Context: an optimization exercise on an open-source flow, tuned for a short achievable clock period and few clock cycles. The choices shown serve that exercise and are no tape-out recipe. The RTL of this run was laid out without a check of its function. Power and IR drop assume default switching activity.

**design/flow/design.v**
```verilog
package mips_pkg;
  typedef logic [31:0] word_t;      
  typedef logic [4:0]  reg_addr_t;
  localparam logic [5:0] op_rtype = 6'b000000;
  localparam logic [5:0] op_lw    = 6'b100011;
  localparam logic [5:0] op_sw    = 6'b101011;
  localparam logic [5:0] op_beq   = 6'b000100;
  localparam logic [5:0] op_bne   = 6'b000101;
  localparam logic [5:0] op_addi  = 6'b001000;
  localparam logic [5:0] op_addiu = 6'b001001;
  localparam logic [5:0] fn_add  = 6'b100000;
  localparam logic [5:0] fn_addu = 6'b100001;
  localparam logic [5:0] fn_sub  = 6'b100010;
  localparam logic [5:0] fn_subu = 6'b100011;
  localparam logic [5:0] fn_and  = 6'b100100;
  localparam logic [5:0] fn_or   = 6'b100101;
  localparam logic [5:0] fn_slt  = 6'b101010;
  localparam word_t word_bytes = 32'd4;
  localparam int    reg_count  = 32;
  localparam word_t reset_pc   = 32'h0000_0000;
  typedef enum logic [2:0] {
    alu_and = 3'b000,
    alu_or  = 3'b001,
    alu_add = 3'b010,
    alu_sub = 3'b110,
    alu_slt = 3'b111
  } alu_op_t;
  typedef enum logic [1:0] {
    fwd_none = 2'b00,
    fwd_mem  = 2'b01,    
    fwd_wb   = 2'b10     
  } fwd_sel_t;
endpackage
`timescale 1ns/1ps
module mips_pipe
(
  input  logic        clk,
  input  logic        rst_n,
  output logic [31:0] pc,
  input  logic [31:0] instr,
  output logic        memwrite,
  output logic [31:0] memaddr,
  output logic [31:0] memwritedata,
  input  logic [31:0] memreaddata
);
  localparam int BTB_N = 4;
  logic        d_valid;
  logic [31:0] d_instr;
  logic [31:0] d_pc;
  logic [31:0] d_pc4;
  logic        d_btbhit;
  logic        e_regwrite;    
  logic        e_load;
  logic        e_store;
  logic        e_branch;
  logic        e_bne;
  logic        e_pred;        
  logic        e_op_add, e_op_and, e_op_or, e_op_slt, e_sub;
  logic [4:0]  e_dst;
  logic [31:0] e_rd1, e_rd2, e_imm, e_altpc;
  logic        e_a_rf, e_a_m, e_a_wa, e_a_wl;           
  logic        e_b_rf, e_b_m, e_b_wa, e_b_wl;           
  logic        e_useimm;
  logic        m_regwrite, m_load;
  logic [4:0]  m_dst;
  logic [31:0] m_res, m_sdata;
  logic        w_regwrite, w_load;
  logic [4:0]  w_dst;
  logic [31:0] w_res, w_ldata, w_wdata;
  logic [31:0] regs [1:31];
  logic [5:0]  d_opc, d_fn;
  logic [4:0]  d_rs, d_rt, d_rd;
  logic        d_rtype, d_alui, d_lw, d_sw, d_beq, d_bne, d_br;
  logic        d_fadd, d_fsub, d_fand, d_for, d_fslt;
  logic        d_use_rs, d_use_rt, d_wr;
  logic [4:0]  d_dst;
  logic [31:0] d_imm, d_target;
  logic        d_pred, d_redirect;
  logic        stall;
  assign d_opc = d_instr[31:26];
  assign d_fn  = d_instr[5:0];
  assign d_rs  = d_instr[25:21];
  assign d_rt  = d_instr[20:16];
  assign d_rd  = d_instr[15:11];
  assign d_imm = {{16{d_instr[15]}}, d_instr[15:0]};
  assign d_fadd = d_fn == 6'h20 || d_fn == 6'h21;
  assign d_fsub = d_fn == 6'h22 || d_fn == 6'h23;
  assign d_fand = d_fn == 6'h24;
  assign d_for  = d_fn == 6'h25;
  assign d_fslt = d_fn == 6'h2a;
  assign d_rtype = d_valid && d_opc == 6'h00 && (d_fadd || d_fsub || d_fand || d_for || d_fslt);
  assign d_alui  = d_valid && (d_opc == 6'h08 || d_opc == 6'h09);
  assign d_lw    = d_valid && d_opc == 6'h23;
  assign d_sw    = d_valid && d_opc == 6'h2b;
  assign d_beq   = d_valid && d_opc == 6'h04;
  assign d_bne   = d_valid && d_opc == 6'h05;
  assign d_br    = d_beq || d_bne;
  assign d_use_rs = d_rtype || d_alui || d_lw || d_sw || d_br;
  assign d_use_rt = d_rtype || d_sw || d_br;
  assign d_dst    = d_rtype ? d_rd : d_rt;
  assign d_wr     = (d_rtype || d_alui || d_lw) && d_dst != 5'd0;
  assign d_pred     = (d_rs == d_rt) ? d_beq : d_bne;
  assign d_target   = d_pc4 + {d_imm[29:0], 2'b00};
  assign stall = e_load &&
                 ((d_use_rs && d_rs == e_dst) || (d_use_rt && d_rt == e_dst));
  assign d_redirect = d_pred && !d_btbhit && !stall;
  logic [31:0] d_rd1, d_rd2;
  always_comb
  begin
    if (d_rs == 5'd0)
      d_rd1 = '0;
    else if (w_regwrite && w_dst == d_rs)
      d_rd1 = w_wdata;
    else
      d_rd1 = regs[d_rs];
    if (d_rt == 5'd0)
      d_rd2 = '0;
    else if (w_regwrite && w_dst == d_rt)
      d_rd2 = w_wdata;
    else
      d_rd2 = regs[d_rt];
  end
  logic d_a_m, d_a_w, d_b_m, d_b_w;
  assign d_a_m = e_regwrite && e_dst == d_rs;
  assign d_a_w = !d_a_m && m_regwrite && m_dst == d_rs;
  assign d_b_m = e_regwrite && e_dst == d_rt;
  assign d_b_w = !d_b_m && m_regwrite && m_dst == d_rt;
  logic [31:0] a, bval, b, bx, sum, res;
  logic        slt, eq, taken, mispredict;
  assign a    = ({32{e_a_rf}} & e_rd1) | ({32{e_a_m}} & m_res) |
                ({32{e_a_wa}} & w_res) | ({32{e_a_wl}} & w_ldata);
  assign bval = ({32{e_b_rf}} & e_rd2) | ({32{e_b_m}} & m_res) |
                ({32{e_b_wa}} & w_res) | ({32{e_b_wl}} & w_ldata);
  assign b    = e_useimm ? e_imm : bval;
  assign bx   = b ^ {32{e_sub}};
  assign sum  = a + bx + {31'b0, e_sub};
  assign slt  = (a[31] != b[31]) ? a[31] : sum[31];
  assign res  = ({32{e_op_add}} & sum) | ({32{e_op_and}} & (a & b)) |
                ({32{e_op_or}} & (a | b)) | {31'b0, e_op_slt & slt};
  assign eq         = a == bval;
  assign taken      = e_bne ? !eq : eq;
  assign mispredict = e_branch && (taken != e_pred);
  logic [31:0] pc4;
  logic [BTB_N-1:0] btb_v;
  logic [29:0] btb_tag [BTB_N];
  logic [29:0] btb_tgt [BTB_N];
  logic [$clog2(BTB_N)-1:0] btb_ptr;
  logic [BTB_N-1:0] btb_hitv;
  logic        btb_hit;
  logic [29:0] btb_target;
  assign pc4 = pc + 32'd4;
  always_comb
  begin
    btb_target = '0;
    for (int i = 0; i < BTB_N; i++)
    begin
      btb_hitv[i] = btb_v[i] && btb_tag[i] == pc[31:2];
      btb_target = btb_target | ({30{btb_hitv[i]}} & btb_tgt[i]);
    end
  end
  assign btb_hit = |btb_hitv;
  logic [31:0] pc_next;
  always_comb
  begin
    if (mispredict)
      pc_next = e_altpc;
    else if (stall)
      pc_next = pc;
    else if (d_redirect)
      pc_next = d_target;
    else if (btb_hit)
      pc_next = {btb_target, pc[1:0]};
    else
      pc_next = pc4;
  end
  always_ff @(posedge clk)
  begin
    if (!rst_n)
      pc <= '0;
    else
      pc <= pc_next;
  end
  always_ff @(posedge clk)
  begin
    if (!rst_n)
    begin
      btb_v   <= '0;
      btb_ptr <= '0;
    end
    else if (d_redirect && !mispredict)
    begin
      btb_v[btb_ptr] <= 1'b1;
      btb_ptr        <= btb_ptr + 1'b1;
    end
  end
  always_ff @(posedge clk)
  begin
    if (d_redirect && !mispredict)
    begin
      btb_tag[btb_ptr] <= d_pc[31:2];
      btb_tgt[btb_ptr] <= d_target[31:2];
    end
  end
  always_ff @(posedge clk)
  begin
    if (!rst_n || mispredict || d_redirect)
      d_valid <= 1'b0;
    else if (!stall)
      d_valid <= 1'b1;
  end
  always_ff @(posedge clk)
  begin
    if (!stall)
    begin
      d_instr  <= instr;
      d_pc     <= pc;
      d_pc4    <= pc4;
      d_btbhit <= btb_hit;
    end
  end
  always_ff @(posedge clk)
  begin
    if (!rst_n || mispredict || stall)
    begin
      e_regwrite <= 1'b0;
      e_load     <= 1'b0;
      e_store    <= 1'b0;
      e_branch   <= 1'b0;
    end
    else
    begin
      e_regwrite <= d_wr;
      e_load     <= d_lw;
      e_store    <= d_sw;
      e_branch   <= d_br;
    end
  end
  always_ff @(posedge clk)
  begin
    e_bne    <= d_bne;
    e_pred   <= d_pred;
    e_op_add <= !d_rtype || d_fadd || d_fsub;
    e_op_and <= d_rtype && d_fand;
    e_op_or  <= d_rtype && d_for;
    e_op_slt <= d_rtype && d_fslt;
    e_sub    <= d_rtype && (d_fsub || d_fslt);
    e_useimm <= !d_rtype;
    e_dst    <= d_dst;
    e_rd1    <= d_rd1;
    e_rd2    <= d_rd2;
    e_imm    <= d_imm;
    e_altpc  <= d_pred ? d_pc4 : d_target;
    e_a_rf   <= !d_a_m && !d_a_w;
    e_a_m    <= d_a_m;
    e_a_wa   <= d_a_w && !m_load;
    e_a_wl   <= d_a_w && m_load;
    e_b_rf   <= !d_b_m && !d_b_w;
    e_b_m    <= d_b_m;
    e_b_wa   <= d_b_w && !m_load;
    e_b_wl   <= d_b_w && m_load;
  end
  always_ff @(posedge clk)
  begin
    if (!rst_n)
    begin
      m_regwrite <= 1'b0;
      m_load     <= 1'b0;
      memwrite   <= 1'b0;
    end
    else
    begin
      m_regwrite <= e_regwrite;
      m_load     <= e_load;
      memwrite   <= e_store;
    end
  end
  always_ff @(posedge clk)
  begin
    m_res   <= res;
    m_sdata <= bval;
    m_dst   <= e_dst;
  end
  assign memaddr      = m_res;
  assign memwritedata = m_sdata;
  always_ff @(posedge clk)
  begin
    if (!rst_n)
    begin
      w_regwrite <= 1'b0;
      w_load     <= 1'b0;
    end
    else
    begin
      w_regwrite <= m_regwrite;
      w_load     <= m_load;
    end
  end
  always_ff @(posedge clk)
  begin
    w_res   <= m_res;
    w_ldata <= memreaddata;
    w_dst   <= m_dst;
  end
  assign w_wdata = w_load ? w_ldata : w_res;
  always_ff @(posedge clk)
  begin
    if (w_regwrite)
      regs[w_dst] <= w_wdata;
  end
endmodule
```
**design/flow/run.sh**
```bash
#!/bin/bash
# synth_recipe.tcl (not shown) runs the flow's synth.tcl, then flattens the netlist and writes it again
# the make line also repeats each setting of config.mk as NAME=value (left out here)
make -C /OpenROAD-flow-scripts/flow DESIGN_CONFIG=/design/flow/config.mk WORK_HOME=/design/flow/orfs CLKGATE_MAP_FILE= SYNTH_SCRIPT=/design/flow/synth_recipe.tcl finish
```
**design/flow/config.mk**
```make
export PLATFORM = sky130hd
export DESIGN_NAME = mips_pipe
export DESIGN_NICKNAME = mips_pipe
export VERILOG_FILES = /design/flow/design.v
export SDC_FILE = /design/flow/constraint.sdc
export NUM_CORES = 4
export LEC_CHECK = 0
export ABC_CLOCK_PERIOD_IN_PS = 2500
export CAP_MARGIN = 20
export CORE_MARGIN = 2
export CORE_UTILIZATION = 40
export SETUP_SLACK_MARGIN = 5
export SLEW_MARGIN = 20
export TNS_END_PERCENT = 100
```
**design/flow/constraint.sdc**
```tcl
create_clock -name core_clock -period 8.0 [get_ports {clk}]
set_input_delay 1.6000 -clock core_clock [delete_from_list [all_inputs] [get_ports {clk}]]
set_output_delay 1.6000 -clock core_clock [all_outputs]
set_load 0.01 [all_outputs]
```
==> impl_metrics.ini <==
[run_status]
status = timing/DRC/antenna clean

[final_layout]
post-route-util_pct = 49.31
largest_register_ffs = 992
finalNonFillerCells = 8047
top_regs = regs (992), btb_tag (120), btb_tgt (120)
top_register = regs
fillers = 15600
nNetsFinal = 5542
drive_gt1_share_pct = 33.77
layout-area-overhead-vs-synth_pct = 22.82

[sta]
fin_skew_ns = 0.05030
fin_tns_setup_ns = 0
relSlewSlack_pct = 24.20
timing.final.max_slew_violations = 0
finalSetupViolations = 0
period_minus_slack_ns = 3.788
worst-slew-pin-transition_ns = 1.129
max_freq_mhz = 264.0
finalHoldViolCount = 0
grt_setup_unrepaired = yes
timing.final.crit_share_pct = 47.35

[pwr]
p_leak_nw = 31.43
p_per_area_nw_per_um2 = 233.2
peakVddDrop_mv = 0.1910
power.total_w = 0.02155

[route]
viasPerCell = 6.421
drt-wirelength-per-cell_um = 33.03
drcViolationCount = 0
ant_nets = 0
drt_pass1_iterations = 7
routed_wl_um = 265800
first_iter_violations = 7105
vias = 51670

[grt]
grt_max_degree = 93
grt_pass1_vias = 49990
grt_overflow = 0
grt_usage_pct = 26.80
grt_pass1_wl_um = 368800
antenna_found_initial = 6

[place]
place_inst = 7353
dp_hpwl_um = 147900
portBuffers = 162
place_congestion = 0.9017

[logic_synthesis]
synth-main-ff-cell = edfxtp_1
synth_cell_types = 84
syn-num-nets = 5068
yosysTopAreaCell = edfxtp_1
ys_seq_area_share_pct = 61.45
syn_avg_cell_area_um2 = 15.25
yosysWarnings = 1
netlist_instances = 4932
synth_edf_count = 1327
syn-cell-area_um2 = 75230
synth-seq-cells = 1646
synth_top_area_share_pct = 52.97
ys_top_cells_by_area = edfxtp_1 53%, mux4_2 13%, dfxtp_1 8.5%, xnor2_1 2.3%, mux2_2 2.0%
synth-async-reset-ratio_pct = 0

[floorplanning]
start_util_pct = 40.15
fp.dieH_um = 437.7
dieWidth_um = 437.7
coreArea_um2 = 187400
dieArea_um2 = 191600
pin_count = 163
rows = 159

[worst_setup_path]
worstPathMaxFanout = 9
crit_type = reg -> reg
end_kind = register
required_ns = 8.53
cp.arrival_ns = 4.32
cp-start-kind = register

[clock_network]
cts_buffers = 169
insertion_delay_ns = 0.83
cts_buffer_depth = 3
cts.sinks = 1646
clk_pin_slew_ns = 0.06
cts_tree = built
htreeDepth = 4
cts_hold_buf = 0
clock_tree.root_cell = clkbuf_16

[flow_run]
maxCapViolCount = 0

[hold_path]
hp-class = reg -> reg
## final timing paths
kind,from,to,slack [ns],cells after the start
setup / recovery,e_b_wa,btb_tgt[0][2],4.21,13
setup reg to reg,e_b_wa,btb_tgt[0][2],4.21,13
hold / removal,m_res[29],w_res[29],0.38,0
hold reg to reg,m_res[29],w_res[29],0.38,0
## final cells by class
class / instances / area, um2 / area share, %
Clock inverter: 100 / 1290 / 1.396
Clock buffer: 214 / 4562 / 4.937
Sequential cell: 1646 / 46490 / 50.31
Tap cell: 2495 / 3122 / 3.379
Multi-Input combinational cell: 2903 / 29740 / 32.19
Inverter: 54 / 242.7 / 0.2627
Timing Repair inverter: 4 / 20.02 / 0.02167
Timing Repair Buffer: 628 / 6924 / 7.494
Antenna cell: 3 / 7.507 / 0.008125
## per-stage QoR
step           setup slack (ns)  hold slack, ns  instance area [um2]
2_1_floorplan             4.384          0.3479                75420
3_3_place_gp              2.896          0.3588                79850
3_5_place_dp              2.761          0.3602                79850
4_1_cts                   4.364          0.3828                90560
5_1_grt                   4.254          0.3941                92390
6_report                  4.212          0.3806                92400
## cells in the mapped netlist (70+ instances only)
master / number
nand4_1: 70
nand3_1: 78
a221oi_1: 124
a21oi_1: 202
dfxtp_1: 319
nand2_1: 236
nor2_1: 173
mux2i_1: 146
xnor2_1: 198
mux2_2: 132
a22o_1: 78
buf_2: 78
a22oi_1: 119
clkbuf_1: 178
nor3_1: 81
o21ai_0: 157
mux4_2: 440
edfxtp_1: 1327
buf_1: 72
## critical path, cell delays in order, from the launching register on
cell       delay [ns]
dfxtp_4          0.39
buf_4            0.17
clkbuf_16        0.17
a22o_1           0.24
o211ai_1         0.33
nand4_1          0.23
nor4_4           0.33
nand4_1          0.45
xnor2_4          0.29
buf_6            0.14
buf_6            0.12
a21oi_4          0.24
and2_4           0.22
buf_12           0.15
## what timing repair did
item                                   CTS  global route
setup endpoints to repair              696           805
endpoints found under the hold margin    0             0
pin swaps                              100            65
cloned                                  41            12
buffers inserted                       237            87
resized for setup                      883           240
## report_power, final
part | internal, W | total [W] | leakage (nW) | switching, W
registers | 0.0100 | 0.0103 | 15.0 | 0.000295
clock network | 0.00488 | 0.00835 | 2.85 | 0.00347
logic | 0.00106 | 0.00289 | 13.6 | 0.00183
total | 0.0160 | 0.0216 | 31.4 | 0.00560
## routing by layer
metal  part of all wire (%)  up-vias  global-route usage [%]  wire, um
met2                     45     3475                   41.09    119700
met4                    5.7        8                   13.31     15260
li1                       -    20930                       -         -
met3                     11      723                   5.840     29310
met1                     38    26530                   36.08    101500
met5                  0.019        -                       0        51
## cells in the final DEF, fill, tap and decap left out, types with 37 or more instances in the layout
| master | Yosys | final |
|---|---|---|
| o221ai_1 | 39 | 38 |
| a21oi_1 | 202 | 157 |
| nand4_1 | 70 | 70 |
| o21ai_0 | 157 | 117 |
| a221oi_1 | 124 | 106 |
| xor2_1 | 64 | 58 |
| a21oi_2 | 0 | 41 |
| clkbuf_16 | 0 | 179 |
| dfxtp_1 | 319 | 247 |
| mux4_2 | 440 | 440 |
| mux2i_1 | 146 | 141 |
| buf_4 | 10 | 291 |
| nand3_1 | 78 | 74 |
| o211ai_1 | 66 | 66 |
| nor3_1 | 81 | 65 |
| edfxtp_1 | 1327 | 1327 |
| buf_12 | 0 | 63 |
| clkdlybuf4s50_1 | 0 | 64 |
| inv_1 | 51 | 42 |
| mux2_2 | 132 | 125 |
| nor2_1 | 173 | 130 |
| dfxtp_4 | 0 | 66 |
| a22o_1 | 78 | 78 |
| xnor2_1 | 198 | 180 |
| buf_6 | 9 | 105 |
| a22oi_1 | 119 | 90 |
| nand2_1 | 236 | 225 |
| nor2_4 | 0 | 37 |
| ha_1 | 68 | 43 |
## cells by family (layout without fill, tap and decap cells)
group | after synthesis | in the layout | share of synthesized area [%]
fa+ha+maj | 70 | 70 | 1.184
compound gates | 978 | 980 | 9.069
simple gates | 850 | 866 | 5.733
xor+xnor | 269 | 269 | 3.201
buf+inv | 401 | 1000 | 2.270
mux | 718 | 718 | 17.09
flops | 1646 | 1646 | 61.45
other cells | 0 | 3 | 0

-- separate check: timing with driven ports --
In the flow no input, the clock included, has a driving cell. The finished layout below was timed again as built, in two steps.
Step 1: set_driving_cell puts a clkbuf_16 on clk and a buf_2 on each other input, an assumption about the parent block.
Step 2, shift: input delay + t, output delay - t, t = (earliest + latest rising clock arrival at the registers) / 2. This alone moves slack from input paths to output paths.
Three values: no drivers, after step 1, after step 2; two values: the first two.
t (ns): 0.897
slack for setup (ns): 4.212 / 4.212 / 4.088
worst hold slack (ns): 0.381 / 0.381 / 0.381
worst setup path at the end: input to register
After both steps this run still meets setup and hold. The setup slack of this run moves by 0.000 ns with the drivers and by -0.124 ns with both steps.
